Background: an optimization exercise with open tools, aiming at small area, a short achievable clock period and few clock cycles. Do not read the settings as production practice. At most, simulation tests tie the RTL to the original design; equivalence was not proved. No activity file was given, so power comes from the tool's default toggle rates.

Setup of v39:
==> module page_store, before the edit <==
module page_store #(
	parameter int SYM_ID_BITS = 4,
	parameter int H_UNITS = 4,
	parameter int V_UNITS = 3
) (
	input  logic                         i_clk,
	input  logic                         i_flip,
	input  logic [H_UNITS*V_UNITS-1:0]   i_wr_mask,
	input  logic [SYM_ID_BITS-1:0]       i_wr_id,
	input  logic [1:0]                   i_rd_col,
	input  logic [1:0]                   i_rd_row,
	input  logic [H_UNITS*V_UNITS-1:0]   i_clear_mask,
	output logic [SYM_ID_BITS-1:0]       o_rd_id
);
	localparam int NUM_UNITS = H_UNITS * V_UNITS;
	logic [SYM_ID_BITS-1:0] front [NUM_UNITS];
	logic [SYM_ID_BITS-1:0] back  [NUM_UNITS];
	for (genvar u = 0; u < NUM_UNITS; u++) begin : g_unit
		logic [SYM_ID_BITS-1:0] back_wr;
		logic [SYM_ID_BITS-1:0] front_clr;
		assign back_wr   = i_wr_mask[u] ? i_wr_id : back[u];
		assign front_clr = i_clear_mask[u] ? '0 : front[u];
		always_ff @(posedge i_clk) begin
			front[u] <= i_flip ? back_wr : front_clr;
			back[u]  <= i_flip ? front_clr : back_wr;
		end
	end
	logic [SYM_ID_BITS-1:0] row_rd [V_UNITS];
	for (genvar y = 0; y < V_UNITS; y++) begin : g_row
		assign row_rd[y] = front[y * H_UNITS + int'(i_rd_col)];
	end
	assign o_rd_id = i_rd_row[1] ? row_rd[2] : (i_rd_row[0] ? row_rd[1] : row_rd[0]);
endmodule
==> module framebuf_manager, before the edit <==
module framebuf_manager
#(
	parameter int SYM_ID_BITS = 4,
	parameter int H_UNITS = 4,
	parameter int V_UNITS = 3
) (
	input  logic                  i_clk,
	input  logic                  n_btn_rst,
	input  logic                  i_sym_mode,
	input  logic                  i_pkt_valid,
	input  fb_pkg::pkt_word_t     i_pkt,
	input  logic                  i_frame_end,
	input  logic                  i_draw_en,
	input  logic [COORD_BITS-1:0] i_sx,
	input  logic [COORD_BITS-1:0] i_sy,
	output logic [COLOR_BITS-1:0] o_color_r,
	output logic [COLOR_BITS-1:0] o_color_g,
	output logic [COLOR_BITS-1:0] o_color_b,
	output logic                  o_cmd_full,
	output logic                  o_draw_idle
);
	localparam int NUM_UNITS = H_UNITS * V_UNITS;
	logic                       prog_we;
	logic                       draw_we;
	logic [1:0]                 sym_width;
	logic [1:0]                 sym_height;
	logic                       cmd_valid;
	logic [SYM_ID_BITS-1:0]     cmd_id;
	logic [1:0]                 cmd_left;
	logic [1:0]                 cmd_top;
	logic [1:0]                 cmd_width;
	logic [1:0]                 cmd_height;
	logic [NUM_UNITS-1:0]       wr_mask;
	logic [NUM_UNITS-1:0]       clear_mask;
	logic [1:0]                 rd_col;
	logic [1:0]                 rd_row;
	logic [SYM_ID_BITS-1:0]     rd_id;
	logic [SYM_ID_BITS-1:0]     color_id;
	logic [COLOR_WORD_BITS-1:0] color_word;
	assign prog_we = i_pkt_valid && !i_sym_mode;
	assign draw_we = i_pkt_valid && i_sym_mode;
	assign o_cmd_full  = 1'b0;
	assign o_draw_idle = 1'b1;
	attr_tables #(.SYM_ID_BITS(SYM_ID_BITS)) u_attr (
		.i_clk(i_clk), .i_prog_we(prog_we), .i_pkt(i_pkt),
		.i_dim_id(i_pkt.draw.sym_id[SYM_ID_BITS-1:0]), .i_color_id(color_id),
		.o_width(sym_width), .o_height(sym_height), .o_color(color_word)
	);
	draw_cmd_fifo #(.SYM_ID_BITS(SYM_ID_BITS)) u_fifo (
		.i_clk(i_clk), .n_btn_rst(n_btn_rst), .i_push(draw_we), .i_pkt(i_pkt),
		.i_width(sym_width), .i_height(sym_height),
		.o_valid(cmd_valid), .o_id(cmd_id), .o_left(cmd_left), .o_top(cmd_top),
		.o_width(cmd_width), .o_height(cmd_height)
	);
	sym_rasterizer #(.H_UNITS(H_UNITS), .V_UNITS(V_UNITS)) u_rast (
		.i_valid(cmd_valid), .i_left(cmd_left), .i_top(cmd_top),
		.i_width(cmd_width), .i_height(cmd_height), .o_wr_mask(wr_mask)
	);
	page_store #(.SYM_ID_BITS(SYM_ID_BITS), .H_UNITS(H_UNITS), .V_UNITS(V_UNITS)) u_pages (
		.i_clk(i_clk), .i_flip(i_frame_end), .i_wr_mask(wr_mask), .i_wr_id(cmd_id),
		.i_rd_col(rd_col), .i_rd_row(rd_row), .i_clear_mask(clear_mask), .o_rd_id(rd_id)
	);
	pixel_colorer #(.SYM_ID_BITS(SYM_ID_BITS), .H_UNITS(H_UNITS), .V_UNITS(V_UNITS)) u_colorer (
		.i_clk(i_clk), .n_btn_rst(n_btn_rst), .i_draw_en(i_draw_en),
		.i_sx(i_sx), .i_sy(i_sy), .i_rd_id(rd_id), .i_color(color_word),
		.o_rd_col(rd_col), .o_rd_row(rd_row), .o_clear_mask(clear_mask),
		.o_color_id(color_id),
		.o_color_r(o_color_r), .o_color_g(o_color_g), .o_color_b(o_color_b)
	);
endmodule
Settings: LEC_CHECK=0, CAP_MARGIN=20, CORE_MARGIN=2, CORE_UTILIZATION=60, CTS_BUF_LIST=sky130_fd_sc_hd__clkbuf_4 sky130_fd_sc_hd__clkbuf_8, CTS_CLUSTER_SIZE=30, SETUP_SLACK_MARGIN=3.5, SLEW_MARGIN=20; clock period 6.0 ns.
standard.sh (not shown) runs the stock make flow with config.mk's settings and CLKGATE_MAP_FILE= SYNTH_SCRIPT=/design/flow/synth_recipe.tcl, a recipe that flattens the netlist after the stock synthesis.
==> flow/flow/run.sh <==
#!/bin/bash
# The standard layout (the standard.sh, unchanged synthesis and steps),
# with every input and output port buffered by a plain buf_2 instead of the
# cell buffer_ports picks by default. All tool output goes to flow.log
set -o pipefail
bash standard.sh "BUFFER_PORTS_ARGS=-buffer_cell sky130_fd_sc_hd__buf_2" finish > flow.log 2>&1
v39 completed every stage of the flow, and the final layout passed the timing, design-rule and antenna checks.
Input changes introduced in v33 (baseline for comparison: v39):
-- flow/design.v --
<<< v39, line 151
) (
	input  logic                         i_clk,
	input  logic                         i_flip,
	input  logic [H_UNITS*V_UNITS-1:0]   i_wr_mask,
>>> v33, line 151
) (
	input  logic                         i_clk,
	input  logic                         n_btn_rst,
	input  logic                         i_flip,
	input  logic [H_UNITS*V_UNITS-1:0]   i_wr_mask,
<<< v39, line 160
);
	localparam int NUM_UNITS = H_UNITS * V_UNITS;
	logic [SYM_ID_BITS-1:0] front [NUM_UNITS];
	logic [SYM_ID_BITS-1:0] back  [NUM_UNITS];
	for (genvar u = 0; u < NUM_UNITS; u++) begin : g_unit
		logic [SYM_ID_BITS-1:0] back_wr;
		logic [SYM_ID_BITS-1:0] front_clr;
		assign back_wr   = i_wr_mask[u] ? i_wr_id : back[u];
		assign front_clr = i_clear_mask[u] ? '0 : front[u];
		always_ff @(posedge i_clk) begin
			front[u] <= i_flip ? back_wr : front_clr;
			back[u]  <= i_flip ? front_clr : back_wr;
		end
	end
	logic [SYM_ID_BITS-1:0] row_rd [V_UNITS];
	for (genvar y = 0; y < V_UNITS; y++) begin : g_row
		assign row_rd[y] = front[y * H_UNITS + int'(i_rd_col)];
	end
	assign o_rd_id = i_rd_row[1] ? row_rd[2] : (i_rd_row[0] ? row_rd[1] : row_rd[0]);
>>> v33, line 161
);
	localparam int NUM_UNITS = H_UNITS * V_UNITS;
	logic front_sel;
	always_ff @(posedge i_clk or negedge n_btn_rst) begin
		if (!n_btn_rst) begin
			front_sel <= 1'b0;
		end else if (i_flip) begin
			front_sel <= ~front_sel;
		end
	end
	logic [SYM_ID_BITS-1:0] unit_mem [2][NUM_UNITS];
	for (genvar p = 0; p < 2; p++) begin : g_page
		logic                   is_front;
		logic [SYM_ID_BITS-1:0] wr_data;
		assign is_front = (front_sel == 1'(p));
		assign wr_data  = is_front ? '0 : i_wr_id;
		for (genvar u = 0; u < NUM_UNITS; u++) begin : g_unit
			logic wr_en;
			assign wr_en = is_front ? i_clear_mask[u] : i_wr_mask[u];
			always_ff @(posedge i_clk) begin
				if (wr_en) begin
					unit_mem[p][u] <= wr_data;
				end
			end
		end
	end
	logic [SYM_ID_BITS-1:0] front_mem [NUM_UNITS];
	for (genvar u = 0; u < NUM_UNITS; u++) begin : g_front
		assign front_mem[u] = front_sel ? unit_mem[1][u] : unit_mem[0][u];
	end
	logic [SYM_ID_BITS-1:0] row_rd [V_UNITS];
	for (genvar y = 0; y < V_UNITS; y++) begin : g_row
		assign row_rd[y] = front_mem[y * H_UNITS + int'(i_rd_col)];
	end
	assign o_rd_id = i_rd_row[1] ? row_rd[2] : (i_rd_row[0] ? row_rd[1] : row_rd[0]);
<<< v39, line 298
	);
	page_store #(.SYM_ID_BITS(SYM_ID_BITS), .H_UNITS(H_UNITS), .V_UNITS(V_UNITS)) u_pages (
		.i_clk(i_clk), .i_flip(i_frame_end), .i_wr_mask(wr_mask), .i_wr_id(cmd_id),
		.i_rd_col(rd_col), .i_rd_row(rd_row), .i_clear_mask(clear_mask), .o_rd_id(rd_id)
	);
>>> v33, line 315
	);
	page_store #(.SYM_ID_BITS(SYM_ID_BITS), .H_UNITS(H_UNITS), .V_UNITS(V_UNITS)) u_pages (
		.i_clk(i_clk), .n_btn_rst(n_btn_rst), .i_flip(i_frame_end), .i_wr_mask(wr_mask), .i_wr_id(cmd_id),
		.i_rd_col(rd_col), .i_rd_row(rd_row), .i_clear_mask(clear_mask), .o_rd_id(rd_id)
	);
==> comparison <==
Against v39, v33 comes in 2.0 points higher on area added between synthesis and finish. v33 vs. v39: fraction of area in multi-input gates moved down; post-synthesis sequential element count level; wire length moved down; pre-CTS setup slack moved up; maximum number of pins on one net before global-route repair moved up. The number of nets in the layout in v33 is 0.881 times that in v39. Share of layout cells above drive strength 1 was higher in v33 than in v39. Taking v33 over v39, the length of routed met3 wiring ratio works out to 0.850. In the reports for v33 and v39, the smaller power attributed to the clock group belongs to v39. Looking at die footprint across both flows, v33 is the stronger of the two, with v39 trailing. Of the two values seen for launching instance or port of the critical path, i_frame_end was produced by v39 and i_pkt[0] by v33.
Testbench counts of v33, summed over its fixed seeds: cycles 1,536.
The RTL of v39 was laid out without a check of its function.

========
## beta
The RTL this note starts from:
==> flow/design.v <==
package fb_pkg;
	localparam int PKT_BITS = 52;
	localparam int SYM_FIELD_BITS = 8;
	localparam int COORD_BITS = 16;
	localparam int COLOR_BITS = 4;
	localparam int COLOR_WORD_BITS = 3 * COLOR_BITS;
	localparam logic [COLOR_BITS-1:0] DEFAULT_CHAN = COLOR_BITS'(5);
	typedef struct packed {
		logic [COLOR_WORD_BITS-1:0] color;
		logic [COORD_BITS-1:0]      width;
		logic [COORD_BITS-1:0]      height;
		logic [SYM_FIELD_BITS-1:0]  sym_id;
	} prog_pkt_t;
	typedef struct packed {
		logic [PKT_BITS-2*COORD_BITS-SYM_FIELD_BITS-1:0] rsvd;
		logic [COORD_BITS-1:0]                          top;
		logic [COORD_BITS-1:0]                          left;
		logic [SYM_FIELD_BITS-1:0]                      sym_id;
	} draw_pkt_t;
	typedef union packed {
		prog_pkt_t prog;
		draw_pkt_t draw;
	} pkt_word_t;
endpackage
`timescale 1ns/1ps
import fb_pkg::*;
module attr_tables
#(
	parameter int SYM_ID_BITS = 4
) (
	input  logic                       i_clk,
	input  logic                       i_prog_we,
	input  fb_pkg::pkt_word_t          i_pkt,
	input  logic [SYM_ID_BITS-1:0]     i_dim_id,
	input  logic [SYM_ID_BITS-1:0]     i_color_id,
	output logic [1:0]                 o_width,
	output logic [1:0]                 o_height,
	output logic [COLOR_WORD_BITS-1:0] o_color
);
	localparam int NUM_SYMS = 1 << SYM_ID_BITS;
	logic [COLOR_WORD_BITS-1:0] color_mem  [NUM_SYMS];
	logic [1:0]                 width_mem  [NUM_SYMS];
	logic [1:0]                 height_mem [NUM_SYMS];
	logic [SYM_ID_BITS-1:0] wr_id;
	logic [1:0]             wr_width;
	logic [1:0]             wr_height;
	assign wr_id = i_pkt.prog.sym_id[SYM_ID_BITS-1:0];
	always_comb begin
		wr_width  = i_pkt.prog.width[1:0];
		if (i_pkt.prog.width[COORD_BITS-1:2] != '0) begin
			wr_width = 2'd3;
		end
		wr_height = i_pkt.prog.height[1:0];
		if (i_pkt.prog.height[COORD_BITS-1:2] != '0 || i_pkt.prog.height[1:0] == 2'd3) begin
			wr_height = 2'd2;
		end
	end
	always_ff @(posedge i_clk) begin
		if (i_prog_we) begin
			color_mem[wr_id]  <= i_pkt.prog.color;
			width_mem[wr_id]  <= wr_width;
			height_mem[wr_id] <= wr_height;
		end
	end
	assign o_width  = width_mem[i_dim_id];
	assign o_height = height_mem[i_dim_id];
	always_ff @(posedge i_clk) begin
		o_color <= color_mem[i_color_id];
	end
endmodule
`timescale 1ns/1ps
import fb_pkg::*;
module draw_cmd_fifo
#(
	parameter int SYM_ID_BITS = 4
) (
	input  logic                   i_clk,
	input  logic                   n_btn_rst,
	input  logic                   i_push,
	input  fb_pkg::pkt_word_t      i_pkt,
	input  logic [1:0]             i_width,
	input  logic [1:0]             i_height,
	output logic                   o_valid,
	output logic [SYM_ID_BITS-1:0] o_id,
	output logic [1:0]             o_left,
	output logic [1:0]             o_top,
	output logic [1:0]             o_width,
	output logic [1:0]             o_height
);
	logic on_grid;
	assign on_grid = (i_pkt.draw.left[COORD_BITS-1:2] == '0) &&
	                 (i_pkt.draw.top[COORD_BITS-1:2] == '0) &&
	                 (i_pkt.draw.top[1:0] != 2'd3);
	always_ff @(posedge i_clk or negedge n_btn_rst) begin
		if (!n_btn_rst) begin
			o_valid <= 1'b0;
		end else begin
			o_valid <= i_push && on_grid;
		end
	end
	always_ff @(posedge i_clk) begin
		o_id     <= i_pkt.draw.sym_id[SYM_ID_BITS-1:0];
		o_left   <= i_pkt.draw.left[1:0];
		o_top    <= i_pkt.draw.top[1:0];
		o_width  <= i_width;
		o_height <= i_height;
	end
endmodule
`timescale 1ns/1ps
module sym_rasterizer
#(
	parameter int H_UNITS = 4,
	parameter int V_UNITS = 3
) (
	input  logic                         i_valid,
	input  logic [1:0]                   i_left,
	input  logic [1:0]                   i_top,
	input  logic [1:0]                   i_width,
	input  logic [1:0]                   i_height,
	output logic [H_UNITS*V_UNITS-1:0]   o_wr_mask
);
	logic [H_UNITS-1:0] col_hit;
	logic [V_UNITS-1:0] row_hit;
	logic [2:0]         right;
	logic [2:0]         bottom;
	assign right  = {1'b0, i_left} + {1'b0, i_width};
	assign bottom = {1'b0, i_top} + {1'b0, i_height};
	for (genvar x = 0; x < H_UNITS; x++) begin : g_col
		assign col_hit[x] = (3'(x) >= {1'b0, i_left}) && (3'(x) <= right);
	end
	for (genvar y = 0; y < V_UNITS; y++) begin : g_row
		assign row_hit[y] = (3'(y) >= {1'b0, i_top}) && (3'(y) <= bottom);
	end
	for (genvar u = 0; u < H_UNITS * V_UNITS; u++) begin : g_unit
		assign o_wr_mask[u] = i_valid && col_hit[u % H_UNITS] && row_hit[u / H_UNITS];
	end
endmodule
`timescale 1ns/1ps
module page_store #(
	parameter int SYM_ID_BITS = 4,
	parameter int H_UNITS = 4,
	parameter int V_UNITS = 3
) (
	input  logic                         i_clk,
	input  logic                         i_flip,
	input  logic [H_UNITS*V_UNITS-1:0]   i_wr_mask,
	input  logic [SYM_ID_BITS-1:0]       i_wr_id,
	input  logic [1:0]                   i_rd_col,
	input  logic [1:0]                   i_rd_row,
	input  logic [H_UNITS*V_UNITS-1:0]   i_clear_mask,
	output logic [SYM_ID_BITS-1:0]       o_rd_id
);
	localparam int NUM_UNITS = H_UNITS * V_UNITS;
	logic [SYM_ID_BITS-1:0] front [NUM_UNITS];
	logic [SYM_ID_BITS-1:0] back  [NUM_UNITS];
	for (genvar u = 0; u < NUM_UNITS; u++) begin : g_unit
		logic [SYM_ID_BITS-1:0] back_wr;
		logic [SYM_ID_BITS-1:0] front_clr;
		assign back_wr   = i_wr_mask[u] ? i_wr_id : back[u];
		assign front_clr = i_clear_mask[u] ? '0 : front[u];
		always_ff @(posedge i_clk) begin
			front[u] <= i_flip ? back_wr : front_clr;
			back[u]  <= i_flip ? front_clr : back_wr;
		end
	end
	logic [SYM_ID_BITS-1:0] row_rd [V_UNITS];
	for (genvar y = 0; y < V_UNITS; y++) begin : g_row
		assign row_rd[y] = front[y * H_UNITS + int'(i_rd_col)];
	end
	assign o_rd_id = i_rd_row[1] ? row_rd[2] : (i_rd_row[0] ? row_rd[1] : row_rd[0]);
endmodule
`timescale 1ns/1ps
import fb_pkg::*;
module pixel_colorer
#(
	parameter int SYM_ID_BITS = 4,
	parameter int H_UNITS = 4,
	parameter int V_UNITS = 3
) (
	input  logic                       i_clk,
	input  logic                       n_btn_rst,
	input  logic                       i_draw_en,
	input  logic [COORD_BITS-1:0]      i_sx,
	input  logic [COORD_BITS-1:0]      i_sy,
	input  logic [SYM_ID_BITS-1:0]     i_rd_id,
	input  logic [COLOR_WORD_BITS-1:0] i_color,
	output logic [1:0]                 o_rd_col,
	output logic [1:0]                 o_rd_row,
	output logic [H_UNITS*V_UNITS-1:0] o_clear_mask,
	output logic [SYM_ID_BITS-1:0]     o_color_id,
	output logic [COLOR_BITS-1:0]      o_color_r,
	output logic [COLOR_BITS-1:0]      o_color_g,
	output logic [COLOR_BITS-1:0]      o_color_b
);
	logic                   last_pix;
	logic                   en_q1;
	logic                   en_q2;
	logic [SYM_ID_BITS-1:0] id_q1;
	assign o_rd_col = i_sx[3:2];
	assign o_rd_row = i_sy[3:2];
	assign last_pix = i_draw_en && (i_sx[1:0] == 2'd3) && (i_sy[1:0] == 2'd3);
	for (genvar u = 0; u < H_UNITS * V_UNITS; u++) begin : g_clr
		assign o_clear_mask[u] = last_pix && (i_sx[3:2] == 2'(u % H_UNITS)) &&
		                         (i_sy[3:2] == 2'(u / H_UNITS));
	end
	always_ff @(posedge i_clk) begin
		id_q1 <= i_rd_id;
	end
	assign o_color_id = id_q1;
	always_ff @(posedge i_clk or negedge n_btn_rst) begin
		if (!n_btn_rst) begin
			en_q1 <= 1'b0;
			en_q2 <= 1'b0;
		end else begin
			en_q1 <= i_draw_en;
			en_q2 <= en_q1;
		end
	end
	always_ff @(posedge i_clk) begin
		if (en_q2) begin
			o_color_r <= i_color[COLOR_BITS-1:0];
			o_color_g <= i_color[2*COLOR_BITS-1:COLOR_BITS];
			o_color_b <= i_color[3*COLOR_BITS-1:2*COLOR_BITS];
		end else begin
			o_color_r <= DEFAULT_CHAN;
			o_color_g <= DEFAULT_CHAN;
			o_color_b <= DEFAULT_CHAN;
		end
	end
endmodule
`timescale 1ns/1ps
import fb_pkg::*;
module framebuf_manager
#(
	parameter int SYM_ID_BITS = 4,
	parameter int H_UNITS = 4,
	parameter int V_UNITS = 3
) (
	input  logic                  i_clk,
	input  logic                  n_btn_rst,
	input  logic                  i_sym_mode,
	input  logic                  i_pkt_valid,
	input  fb_pkg::pkt_word_t     i_pkt,
	input  logic                  i_frame_end,
	input  logic                  i_draw_en,
	input  logic [COORD_BITS-1:0] i_sx,
	input  logic [COORD_BITS-1:0] i_sy,
	output logic [COLOR_BITS-1:0] o_color_r,
	output logic [COLOR_BITS-1:0] o_color_g,
	output logic [COLOR_BITS-1:0] o_color_b,
	output logic                  o_cmd_full,
	output logic                  o_draw_idle
);
	localparam int NUM_UNITS = H_UNITS * V_UNITS;
	logic                       prog_we;
	logic                       draw_we;
	logic [1:0]                 sym_width;
	logic [1:0]                 sym_height;
	logic                       cmd_valid;
	logic [SYM_ID_BITS-1:0]     cmd_id;
	logic [1:0]                 cmd_left;
	logic [1:0]                 cmd_top;
	logic [1:0]                 cmd_width;
	logic [1:0]                 cmd_height;
	logic [NUM_UNITS-1:0]       wr_mask;
	logic [NUM_UNITS-1:0]       clear_mask;
	logic [1:0]                 rd_col;
	logic [1:0]                 rd_row;
	logic [SYM_ID_BITS-1:0]     rd_id;
	logic [SYM_ID_BITS-1:0]     color_id;
	logic [COLOR_WORD_BITS-1:0] color_word;
	assign prog_we = i_pkt_valid && !i_sym_mode;
	assign draw_we = i_pkt_valid && i_sym_mode;
	assign o_cmd_full  = 1'b0;
	assign o_draw_idle = 1'b1;
	attr_tables #(.SYM_ID_BITS(SYM_ID_BITS)) u_attr (
		.i_clk(i_clk), .i_prog_we(prog_we), .i_pkt(i_pkt),
		.i_dim_id(i_pkt.draw.sym_id[SYM_ID_BITS-1:0]), .i_color_id(color_id),
		.o_width(sym_width), .o_height(sym_height), .o_color(color_word)
	);
	draw_cmd_fifo #(.SYM_ID_BITS(SYM_ID_BITS)) u_fifo (
		.i_clk(i_clk), .n_btn_rst(n_btn_rst), .i_push(draw_we), .i_pkt(i_pkt),
		.i_width(sym_width), .i_height(sym_height),
		.o_valid(cmd_valid), .o_id(cmd_id), .o_left(cmd_left), .o_top(cmd_top),
		.o_width(cmd_width), .o_height(cmd_height)
	);
	sym_rasterizer #(.H_UNITS(H_UNITS), .V_UNITS(V_UNITS)) u_rast (
		.i_valid(cmd_valid), .i_left(cmd_left), .i_top(cmd_top),
		.i_width(cmd_width), .i_height(cmd_height), .o_wr_mask(wr_mask)
	);
	page_store #(.SYM_ID_BITS(SYM_ID_BITS), .H_UNITS(H_UNITS), .V_UNITS(V_UNITS)) u_pages (
		.i_clk(i_clk), .i_flip(i_frame_end), .i_wr_mask(wr_mask), .i_wr_id(cmd_id),
		.i_rd_col(rd_col), .i_rd_row(rd_row), .i_clear_mask(clear_mask), .o_rd_id(rd_id)
	);
	pixel_colorer #(.SYM_ID_BITS(SYM_ID_BITS), .H_UNITS(H_UNITS), .V_UNITS(V_UNITS)) u_colorer (
		.i_clk(i_clk), .n_btn_rst(n_btn_rst), .i_draw_en(i_draw_en),
		.i_sx(i_sx), .i_sy(i_sy), .i_rd_id(rd_id), .i_color(color_word),
		.o_rd_col(rd_col), .o_rd_row(rd_row), .o_clear_mask(clear_mask),
		.o_color_id(color_id),
		.o_color_r(o_color_r), .o_color_g(o_color_g), .o_color_b(o_color_b)
	);
endmodule
export LEC_CHECK = 0
export CAP_MARGIN = 20
export CORE_MARGIN = 2
export CORE_UTILIZATION = 40
export SETUP_SLACK_MARGIN = 3.5
export SLEW_MARGIN = 20
create_clock -name core_clock -period 6.0 [get_ports {i_clk}]
run.sh (not shown) runs the stock make flow with config.mk's settings and CLKGATE_MAP_FILE= SYNTH_SCRIPT=/design/flow/synth_recipe.tcl, a recipe that flattens the netlist after the stock synthesis.
Stock flow here: none of the scripts above is used.
beta did not stop at any stage, and its layout met the timing, design-rule and antenna checks.
Testbench counts of beta, summed over its fixed seeds: cycles 1,536.
Setup changes, beta to delta
==> flow/design.v, changed modules only <==
module sym_rasterizer
#(
	parameter int H_UNITS = 4,
	parameter int V_UNITS = 3
) (
	input  logic                         i_valid,
	input  logic [1:0]                   i_left,
	input  logic [1:0]                   i_top,
	input  logic [1:0]                   i_width,
	input  logic [1:0]                   i_height,
	output logic [H_UNITS*V_UNITS-1:0]   o_wr_mask
);
	logic [H_UNITS-1:0] col_hit;
	logic [V_UNITS-1:0] row_hit;
	logic [3:0]         x_reach;
	logic [3:0]         y_reach;
	assign x_reach = {i_width == 2'd3, i_width[1], i_width != 2'd0, 1'b1};
	assign y_reach = {i_height == 2'd3, i_height[1], i_height != 2'd0, 1'b1};
	always_comb begin
		for (int x = 0; x < H_UNITS; x++) begin
			col_hit[x] = 1'b0;
			for (int l = 0; l <= x; l++) begin
				col_hit[x] = col_hit[x] | ((i_left == 2'(l)) & x_reach[x - l]);
			end
		end
		for (int y = 0; y < V_UNITS; y++) begin
			row_hit[y] = 1'b0;
			for (int t = 0; t <= y; t++) begin
				row_hit[y] = row_hit[y] | ((i_top == 2'(t)) & y_reach[y - t]);
			end
		end
	end
	for (genvar u = 0; u < H_UNITS * V_UNITS; u++) begin : g_unit
		assign o_wr_mask[u] = i_valid && col_hit[u % H_UNITS] && row_hit[u / H_UNITS];
	end
endmodule
--- outcome ---
The final layouts of delta and beta pass the timing, design-rule and antenna checks.
Between beta and delta, worst setup slack before clock tree synthesis increased.
Taking beta as the reference point, the path depth of the worst reg2reg path of delta falls by 2.
Sequential cell count came out exactly the same in delta and beta.
Compared with beta, delta shows transition time at the pin with the least slew margin higher by 0.17 ns.
Diff beta -> delta: number of rows created at floorplan climbed 1; number of nets in the synthesized netlist climbed about 1.9%.
Lower first-iteration DRC count was reported by beta, not delta.
Route | delta vs beta | wire shorter in delta
Summary of the comparison: fraction of power consumed by combinational cells is lower in delta, relative to beta.
As far as number of buffer cells added on primary ports goes, delta and beta are indistinguishable; the numbers are identical.
Taking beta as the reference, in delta switching fraction of total power has decreased, via count increased about 0.9%, least setup slack across all paths after layout down 0.066 ns.
The RTL of delta was laid out without a check of its function.

what the ideal ports hide:
In the flow no input, the clock included, has a driving cell. The finished layouts below were timed again as built, in two steps. Step 1 (the two cells are an assumption about what drives the block):
set clk [get_ports {i_clk}]
set_driving_cell -lib_cell sky130_fd_sc_hd__clkbuf_16 $clk
set_driving_cell -lib_cell sky130_fd_sc_hd__buf_2 [delete_from_list [all_inputs] $clk]
Step 2 also shifts input and output timing later by t, the mid clock arrival at the registers, as if the neighbouring blocks saw the same clock. a / b / c = no drivers / after step 1 / after step 2; a / b = the first two.
| run | t (ns) | slack for setup (ns) | worst hold slack (ns) | worst setup path at the end | latest minus earliest clock arrival (ns) |
|---|---|---|---|---|---|
| v39 | 0.644 | 3.549 / 3.577 / 2.933 | 0.349 / 0.349 / 0.349 | input to register | 0.027 / 0.028 |
| v33 | 0.643 | 3.563 / 3.579 / 2.936 | 0.361 / 0.361 / 0.361 | input to register | 0.023 / 0.022 |
| beta | 0.597 | 3.542 / 3.542 / 3.021 | 0.356 / 0.356 / 0.356 | input to register | 0.029 / 0.029 |
| delta | 0.593 | 3.476 / 3.501 / 2.909 | 0.357 / 0.357 / 0.357 | input to register | 0.035 / 0.035 |
After both steps every run listed still meets setup and hold. The setup slack of v33, which loses most, moves by +0.016 ns with the drivers and by -0.627 ns with both steps.
